Background: an optimization exercise with open tools, aiming at small area and a short achievable clock period. Do not read the settings as production practice.
The RTL of this run was laid out without a check of its function.
Power figures rest on the tool's default switching activity, not on a simulated workload.

**flow/config.mk**
```make
export PLATFORM = sky130hd
export DESIGN_NAME = core_trace_buf
export DESIGN_NICKNAME = core_trace_buf
export VERILOG_FILES = /design/flow/design.v
export SDC_FILE = /design/flow/constraint.sdc
export NUM_CORES = 4
export LEC_CHECK = 0
export CAP_MARGIN = 20
export CORE_MARGIN = 2
export CORE_UTILIZATION = 50
export CTS_CLUSTER_DIAMETER = 150
export CTS_CLUSTER_SIZE = 28
export PLACE_DENSITY = 0.72
export SETUP_SLACK_MARGIN = 3.2
export SLEW_MARGIN = 20
export SYNTH_HIERARCHICAL = 1
export SYNTH_MINIMUM_KEEP_SIZE = 0
```
**flow/constraint.sdc**
```tcl
create_clock -name core_clock -period 5.5 [get_ports {clk}]
set_input_delay 1.1000 -clock core_clock [delete_from_list [all_inputs] [get_ports {clk}]]
set_output_delay 1.1000 -clock core_clock [all_outputs]
set_load 0.01 [all_outputs]
```
**flow/design.v**
```verilog
module core_trace_buf #(
  parameter int DEPTH_LOG2 = 4,
  parameter int SEQ_W      = 16
) (
  input  logic                  clk,
  input  logic                  rst,
  input  logic                  trace_en,
  input  logic                  clear,
  input  logic [31:0]           core_pc,
  input  logic [31:0]           core_inst,
  input  logic                  core_rf_we,
  input  logic [4:0]            core_rf_waddr,
  input  logic [31:0]           core_rf_wdata,
  output logic                  out_valid,
  input  logic                  out_ready,
  output logic [SEQ_W-1:0]      out_seq,
  output logic [31:0]           out_pc,
  output logic [31:0]           out_inst,
  output logic                  out_rd_we,
  output logic [4:0]            out_rd,
  output logic [31:0]           out_rd_data,
  output logic [DEPTH_LOG2:0]   count,
  output logic                  overflow,
  output logic [SEQ_W-1:0]      drop_cnt
);
  localparam int DEPTH = 1 << DEPTH_LOG2;
  localparam int NS    = DEPTH - 1;                   
  localparam int CW    = DEPTH_LOG2 + 1;
  localparam int REC_W = SEQ_W + 32 + 32 + 1 + 5 + 32;
  logic [REC_W-1:0]      r_mem [NS];
  logic [REC_W-1:0]      r_head;
  logic [NS-1:0]         r_wa, r_wb;                  
  logic [NS-1:0]         w_wptr;
  logic [NS:0]           r_hsel;                      
  logic [CW-1:0]         r_count;
  logic                  r_valid, r_c1, r_c2, r_full;  
  logic [SEQ_W-1:0]      r_seq, r_drop;
  logic                  r_ovf;
  logic [CW-1:0]         r_count_o;
  logic                  r_valid_o;
  logic [SEQ_W-1:0]      n_drop;
  logic [CW-1:0]         n_count_o;
  logic                  n_valid_o;
  logic                  w_attempt, w_pop, w_push, w_drop, w_up, w_dn, w_to_mem, w_le1_n, w_hold;
  logic [REC_W-1:0]      w_rec, w_head_d;
  logic [NS-1:0]         w_wen;
  assign w_attempt = trace_en & ~clear;
  assign w_pop     = r_valid & out_ready & ~clear;
  assign w_push    = w_attempt & (~r_full | w_pop);
  assign w_drop    = w_attempt & r_full & ~w_pop;
  assign w_up      = w_push & ~w_pop;
  assign w_dn      = w_pop & ~w_push;
  assign w_to_mem  = w_push & r_valid & ~(r_c1 & out_ready);
  assign w_le1_n   = clear | ~r_valid | r_c1 & ~w_up | r_c2 & w_dn;
  assign w_rec     = {r_seq, core_pc, core_inst, core_rf_we & (core_rf_waddr != 5'd0), core_rf_waddr, core_rf_wdata};
  assign {out_seq, out_pc, out_inst, out_rd_we, out_rd, out_rd_data} = r_head;
  assign out_valid = r_valid_o;
  assign count     = r_count_o;
  assign overflow  = r_ovf;
  assign drop_cnt  = r_drop;
  assign n_drop    = (w_drop && r_drop != '1) ? r_drop + 1'b1 : r_drop;
  assign n_count_o = w_up ? r_count_o + 1'b1 : w_dn ? r_count_o - 1'b1 : r_count_o;
  assign n_valid_o = w_up | (w_dn ? r_count_o != CW'(1) : r_valid_o);
  localparam int NT = NS + 1;                         
  localparam int NG = NT / 3;                         
  logic [REC_W-1:0] w_dat [NT];
  logic [NT-1:0]    w_sel;
  logic [REC_W-1:0] w_grp_n [NG+1];
  logic [REC_W-1:0] w_src;
  logic w_load;
  assign w_hold = r_valid & ~out_ready;
  always_comb begin
    w_dat[0] = w_rec;
    w_sel[0] = r_hsel[NS];
    for (int i = 0; i < NS; i++) begin
      w_dat[i+1] = r_mem[i];
      w_sel[i+1] = r_hsel[i];
    end
  end
  for (genvar g = 0; g < NG; g++) begin : g_grp
    for (genvar b = 0; b < REC_W; b++) begin : g_bit
      core_trace_buf_aoi3 u_aoi (
        .a1(w_sel[3*g]),   .a2(w_dat[3*g][b]),
        .b1(w_sel[3*g+1]), .b2(w_dat[3*g+1][b]),
        .c1(w_sel[3*g+2]), .c2(w_dat[3*g+2][b]),
        .y(w_grp_n[g][b])
      );
    end
  end
  always_comb begin
    w_grp_n[NG] = '1;
    for (int t = 3*NG; t < NT; t++)
      w_grp_n[NG] = w_grp_n[NG] & ~(w_sel[t] ? w_dat[t] : '0);
    w_src = '1;
    for (int g = 0; g <= NG; g++) w_src = w_src & w_grp_n[g];
    w_src = ~w_src;
  end
  assign w_load = ~r_valid | out_ready;
  for (genvar b = 0; b < REC_W; b++) begin : g_head
    core_trace_buf_ao22 u_mux (.a1(w_hold), .a2(r_head[b]), .b1(w_load), .b2(w_src[b]), .y(w_head_d[b]));
  end
  always_comb
    for (int i = 0; i < NS; i++)
      w_wen[i] = r_wa[i] | r_wb[i] & out_ready;
  always_ff @(posedge clk)
    for (int i = 0; i < NS; i++)
      if (w_wen[i]) r_mem[i] <= w_rec;
  always_ff @(posedge clk)
    r_head <= w_head_d;
  assign w_wptr = r_wa | r_wb;
  logic [NS-1:0]  n_wptr;
  logic [NS:0]    n_hsel;
  logic [CW-1:0]  n_count;
  logic           n_valid, n_c1, n_c2, n_full;
  logic [CW-1:0]  w_count_inc, w_count_dec;
  assign w_count_inc = r_count + 1'b1;
  assign w_count_dec = r_count - 1'b1;
  always_comb begin
    n_wptr  = w_wptr;
    n_hsel  = r_hsel;
    n_valid = r_valid;
    n_c1    = r_c1;
    n_c2    = r_c2;
    n_full  = r_full;
    if (w_to_mem) n_wptr = {w_wptr[NS-2:0], w_wptr[NS-1]};
    if (w_le1_n)
      n_hsel = (NS+1)'(1) << NS;
    else if (w_pop)
      n_hsel = {1'b0, r_hsel[NS-2:0], r_hsel[NS-1]};
    else if (r_c1)
      n_hsel = {1'b0, w_wptr};
    n_count = {CW{w_up}} & w_count_inc | {CW{w_dn}} & w_count_dec | {CW{~w_up & ~w_dn}} & r_count;
    if (w_up) begin
      n_valid = 1'b1;
      n_c1    = ~r_valid;
      n_c2    = r_c1;
      n_full  = r_count == CW'(DEPTH - 1);
    end else if (w_dn) begin
      n_valid = ~r_c1;
      n_c1    = r_c2;
      n_c2    = r_count == CW'(3);
      n_full  = 1'b0;
    end
  end
  always_ff @(posedge clk or posedge rst)
    if (rst) begin
      r_wa    <= NS'(1);
      r_wb    <= '0;
      r_hsel  <= (NS+1)'(1) << NS;
      r_count <= '0;
      r_valid <= 1'b0;
      r_count_o <= '0;
      r_valid_o <= 1'b0;
      r_c1    <= 1'b0;
      r_c2    <= 1'b0;
      r_full  <= 1'b0;
      r_seq   <= '0;
      r_drop  <= '0;
      r_ovf   <= 1'b0;
    end else if (clear) begin
      r_wa    <= NS'(1);
      r_wb    <= '0;
      r_hsel  <= (NS+1)'(1) << NS;
      r_count <= '0;
      r_valid <= 1'b0;
      r_count_o <= '0;
      r_valid_o <= 1'b0;
      r_c1    <= 1'b0;
      r_c2    <= 1'b0;
      r_full  <= 1'b0;
      r_seq   <= '0;
      r_drop  <= '0;
      r_ovf   <= 1'b0;
    end else begin
      r_wa    <= n_full ? '0 : n_wptr;
      r_wb    <= n_full ? n_wptr : '0;
      r_hsel  <= n_hsel;
      r_count <= n_count;
      r_valid <= n_valid;
      r_count_o <= n_count_o;
      r_valid_o <= n_valid_o;
      r_c1    <= n_c1;
      r_c2    <= n_c2;
      r_full  <= n_full;
      r_seq   <= w_attempt ? r_seq + 1'b1 : r_seq;
      r_drop  <= n_drop;
      r_ovf   <= r_ovf | w_drop;
    end
endmodule
module core_trace_buf_aoi3 (
  input  logic a1, a2, b1, b2, c1, c2,
  output logic y
);
  assign y = ~(a1 & a2 | b1 & b2 | c1 & c2);
endmodule
module core_trace_buf_ao22 (
  input  logic a1, a2, b1, b2,
  output logic y
);
  assign y = a1 & a2 | b1 & b2;
endmodule
```
**flow/run.sh**
```bash
#!/bin/bash
# synth_recipe.tcl (not shown) runs the flow's synth.tcl, then flattens the netlist and writes it again
# the make line also repeats each setting of config.mk as NAME=value (left out here)
make -C /OpenROAD-flow-scripts/flow DESIGN_CONFIG=/design/flow/config.mk WORK_HOME=/design/flow/orfs CLKGATE_MAP_FILE= SYNTH_SCRIPT=/design/flow/synth_recipe.tcl finish
```
==> reports/results.txt <==
Crit-path most repeated cell - buf_4
Util after Layout - 0.578
Hold path cells - 1
Area grow syn2layout - 14.9%
Synth Net Count - 3576
Clock latency (worst-skew pair) - 740 ps
Num rows - 136
GR Overflow Total - 0
Worst-path clk slew - 100 ps
RSZ-0062 raised after global routing - true
Final Hold Viols - 0
GP Congestion - 0.758
1st-pass router iterations - 9
Dpl cells - 5541
Htree depth - 3
DP HPWL - 89100 um
Fin cells - 5848
DR vias - 39800
Synth area leaders - edfxtp_1 77%, a222oi_1 8.6%, dfxtp_1 3.4%
Antenna-violating nets left - 0
I/O pin count - 248
WP buf/inv - 5
CTS buffer count - 81
Maximum Capacitance Violations - 0
Via count of the first global-routing pass - 38000
Critical path endpoint category - register
Antenna violations before repair - 11
Period utilization - 0.444
Fill count - 9803
Mean Syn Cell Area - 20.0 um2
Slew @ Worst Pin - 895 ps
Post-synthesis register bit count - 1982
Worst Hold Class - register to register
P_leak - 26.1 nW
Most common cell in the netlist - edfxtp_1
CP Data Arrival Time - 2810 ps
Final Setup Violations - 0
Design Area, Final - 79300 um2
Crit path time final - 2440 ps
Pre-CTS WS - 1420 ps
Clock Skew - 45.6 ps
Clock tree root driver cell - clkbuf_16
Synth top cells by count - 1770 x edfxtp_1, 592 x a222oi_1, 171 x nand2_1
Die X - 376 um
Total Routing Usage GR - 0.247
Worst R2R Setup Slack - 3160 ps
Slowest stage cell, crit path - a21o_4
Area of the die - 141000 um2
FF-to-FF Start - r_hsel[15]$_DFFE_PP1P_
Critical path cell sequence - buf_8 -> buf_12 -> buf_4 -> buf_4 -> a21o_4 -> buf_4
Final Max Slew Viols - 0
Max FO, Critical Path - 40
Top_reg_cell synth - edfxtp_1
HP Start - r_head[64]$_DFF_P_
Crit Path Category - primary input to register
Cell variety after synth - 57
Sequential area share after synthesis - 0.838
Share of cells above drive strength 1 - 0.171
Core area - 137000 um2
Reg2reg end - r_head[115]$_DFF_P_
DR iter-0 viols - 7990
Outcome - no timing/DRC/antenna violations
Final #Nets - 4101
Hold WS - 485 ps
Max_slew headroom - 0.404
Synth warnings - 603
Initial core utilization - 0.503
Post-DP Area - 74600 um2
PwrDens - 318 nW/um2
CTS Hold Buffers Added - 0
Largest net degree at the start of global routing - 80
Drc violations - 0
Num Clock Sinks - 1982
Post-synth EDFFs - 1770
Yosys top cell area share - 0.770
Drt via density - 6.81
Die height - 376 um
Peak supply drop - 285 uV
Hold endpoint - r_head[64]$_DFF_P_
Syn Std Cell Area - 69000 um2
Buffers from clock root to sink, at most - 3
DRT Wirelength - 181000 um
I/O Buffers - 247
R2R depth - 4
DR WL/cell - 31.0 um
First-pass GRT wire length - 256000 um
CP delay by family, top - buffers and inverters
Critical Path Max Stage Delay - 680 ps
Req. time, crit path - 5870 ps
Worst setup SP type - primary input
Cell taking the most area after synthesis - edfxtp_1
Total power - 25.2 mW
Smallest setup slack after layout - 3060 ps
Mapped Cells - 3457
TNS Setup - 0 ps
Fmax - 409 MHz
CTS tree - done
Ys async rst share - 0.0474
==> logic make-up after synthesis <==
logic type / after synthesis / synth area share
and+or+nand+nor: 436 / 0.0311
buffers and inverters: 53 / 0.00305
AOI/OAI and AO/OA: 930 / 0.119
adders and majority gates: 12 / 0.00218
muxes: 25 / 0.00395
xor gates and xnor gates: 19 / 0.00241
DFF: 1982 / 0.838
==> what timing repair did <==
action	in CTS	in global routing
gates cloned	6	2
hold endpoints to repair	0	0
resized for setup	921	77
buffers inserted	107	37
setup endpoints to repair	1699	305
pin swaps	11	24
==> layout by cell type (no fill, tap or decap), types with 11 or more instances in the layout <==
master and instances:
dfxtp_4 11, edfxtp_1 1770, a21o_4 15, nand2_1 167, buf_4 146, dfrtp_4 15, a21oi_1 129, nand4_1 127
clkbuf_16 87, nor2_1 74, dfrtp_1 58, xnor2_1 12, dfxtp_2 107, buf_6 156, a222oi_1 592, clkbuf_1 60
o21ai_0 26, mux2_2 17, clkdlybuf4s50_1 93, inv_1 14, dfrtp_2 19, a22o_1 118, buf_12 41
==> Yosys stat by module, one instance, submodules excluded <==
module | copies in the design | flops+latches
core_trace_buf_aoi3 | 590 | 0
core_trace_buf | 1 | 1982
core_trace_buf_ao22 | 118 | 0
==> final cells by class <==
type,instances,area [um2],area share
tap,1794,2240,0.0283
clock inverter,5,50.0,0.000631
clock buffer,147,2400,0.0303
inverter,19,80.1,0.00101
multi-input combinational,1426,11300,0.142
antenna,3,7.51,0.0000947
timing repair buffer,472,5110,0.0644
sequential,1982,58100,0.733
==> power by group <==
part / leakage (nW) / switching, mW / total, mW / internal, mW
Combinational: 6.42 / 0.619 / 1.15 / 0.526
Sequential: 18.5 / 0.140 / 16.7 / 16.6
Clock: 1.16 / 4.33 / 7.36 / 3.03
==> worst max-delay path by stage <==
| stage | endpoint | start | slack [ps] | cells past startpoint |
|---|---|---|---|---|
| after floorplan | r_head[0]$_DFF_P_ | out_ready | 1580 | 4 |
| after global placement | r_hsel[5]$_DFFE_PP0P_ | out_ready | 1340 | 11 |
| after detailed placement | r_wa[6]$_DFF_PP0_ | out_ready | 1420 | 10 |
| after CTS | drop_cnt[11] | r_drop[11]$_DFFE_PP0P_ | 2990 | 1 |
| after global routing | count[3] | r_count_o[3]$_DFFE_PP0P_ | 3020 | 1 |
| final | r_mem[6][42]$_DFFE_PP_ | out_ready | 3060 | 6 |
==> flip-flops by register name (all words and copies together), names as in the netlist, 5 cells and up <==
name	cells
r_head	118
r_count_o	5
r_drop	16
r_seq	16
r_mem	1770
r_wa	15
r_wb	15
r_hsel	16
r_count	5
==> per-layer routing <==
metal / wire (um) / vias up / GRT usage / part of all wire
met3: 23800 / 248 / 0.0555 / 0.13
li1: - / 16500 / - / -
met2: 85700 / 2747 / 0.393 / 0.47
met1: 67600 / 20300 / 0.349 / 0.37
met4: 4290 / 12 / 0.0653 / 0.024
met5: 79 / - / 0 / 0.00044

[what the ideal ports hide]
No port has a modelled driver above. Below, the same layout with a new extraction and two added sets of constraints. Step 1 (the two cells are an assumption about what drives the block):
set clk [get_ports {clk}]
set_driving_cell -lib_cell sky130_fd_sc_hd__clkbuf_16 $clk
set_driving_cell -lib_cell sky130_fd_sc_hd__buf_2 [delete_from_list [all_inputs] $clk]
Step 2 moves the port delays by t, midway between the first and last clock arrival at a register: inputs arrive t later, outputs are due t later. That takes back most of the time a late clock gives input paths. Slacks: ideal ports / drivers / drivers and shift; pairs: ideal ports / drivers.
t, ns: 0.798
slack for setup (ns): 3.057 / 2.986 / 2.288
worst setup path after step 2: input to register
latest minus earliest clock arrival (ns): 0.049 / 0.049
After both steps this run still meets setup and hold. The setup slack of this run moves by -0.071 ns with the drivers and by -0.769 ns with both steps.
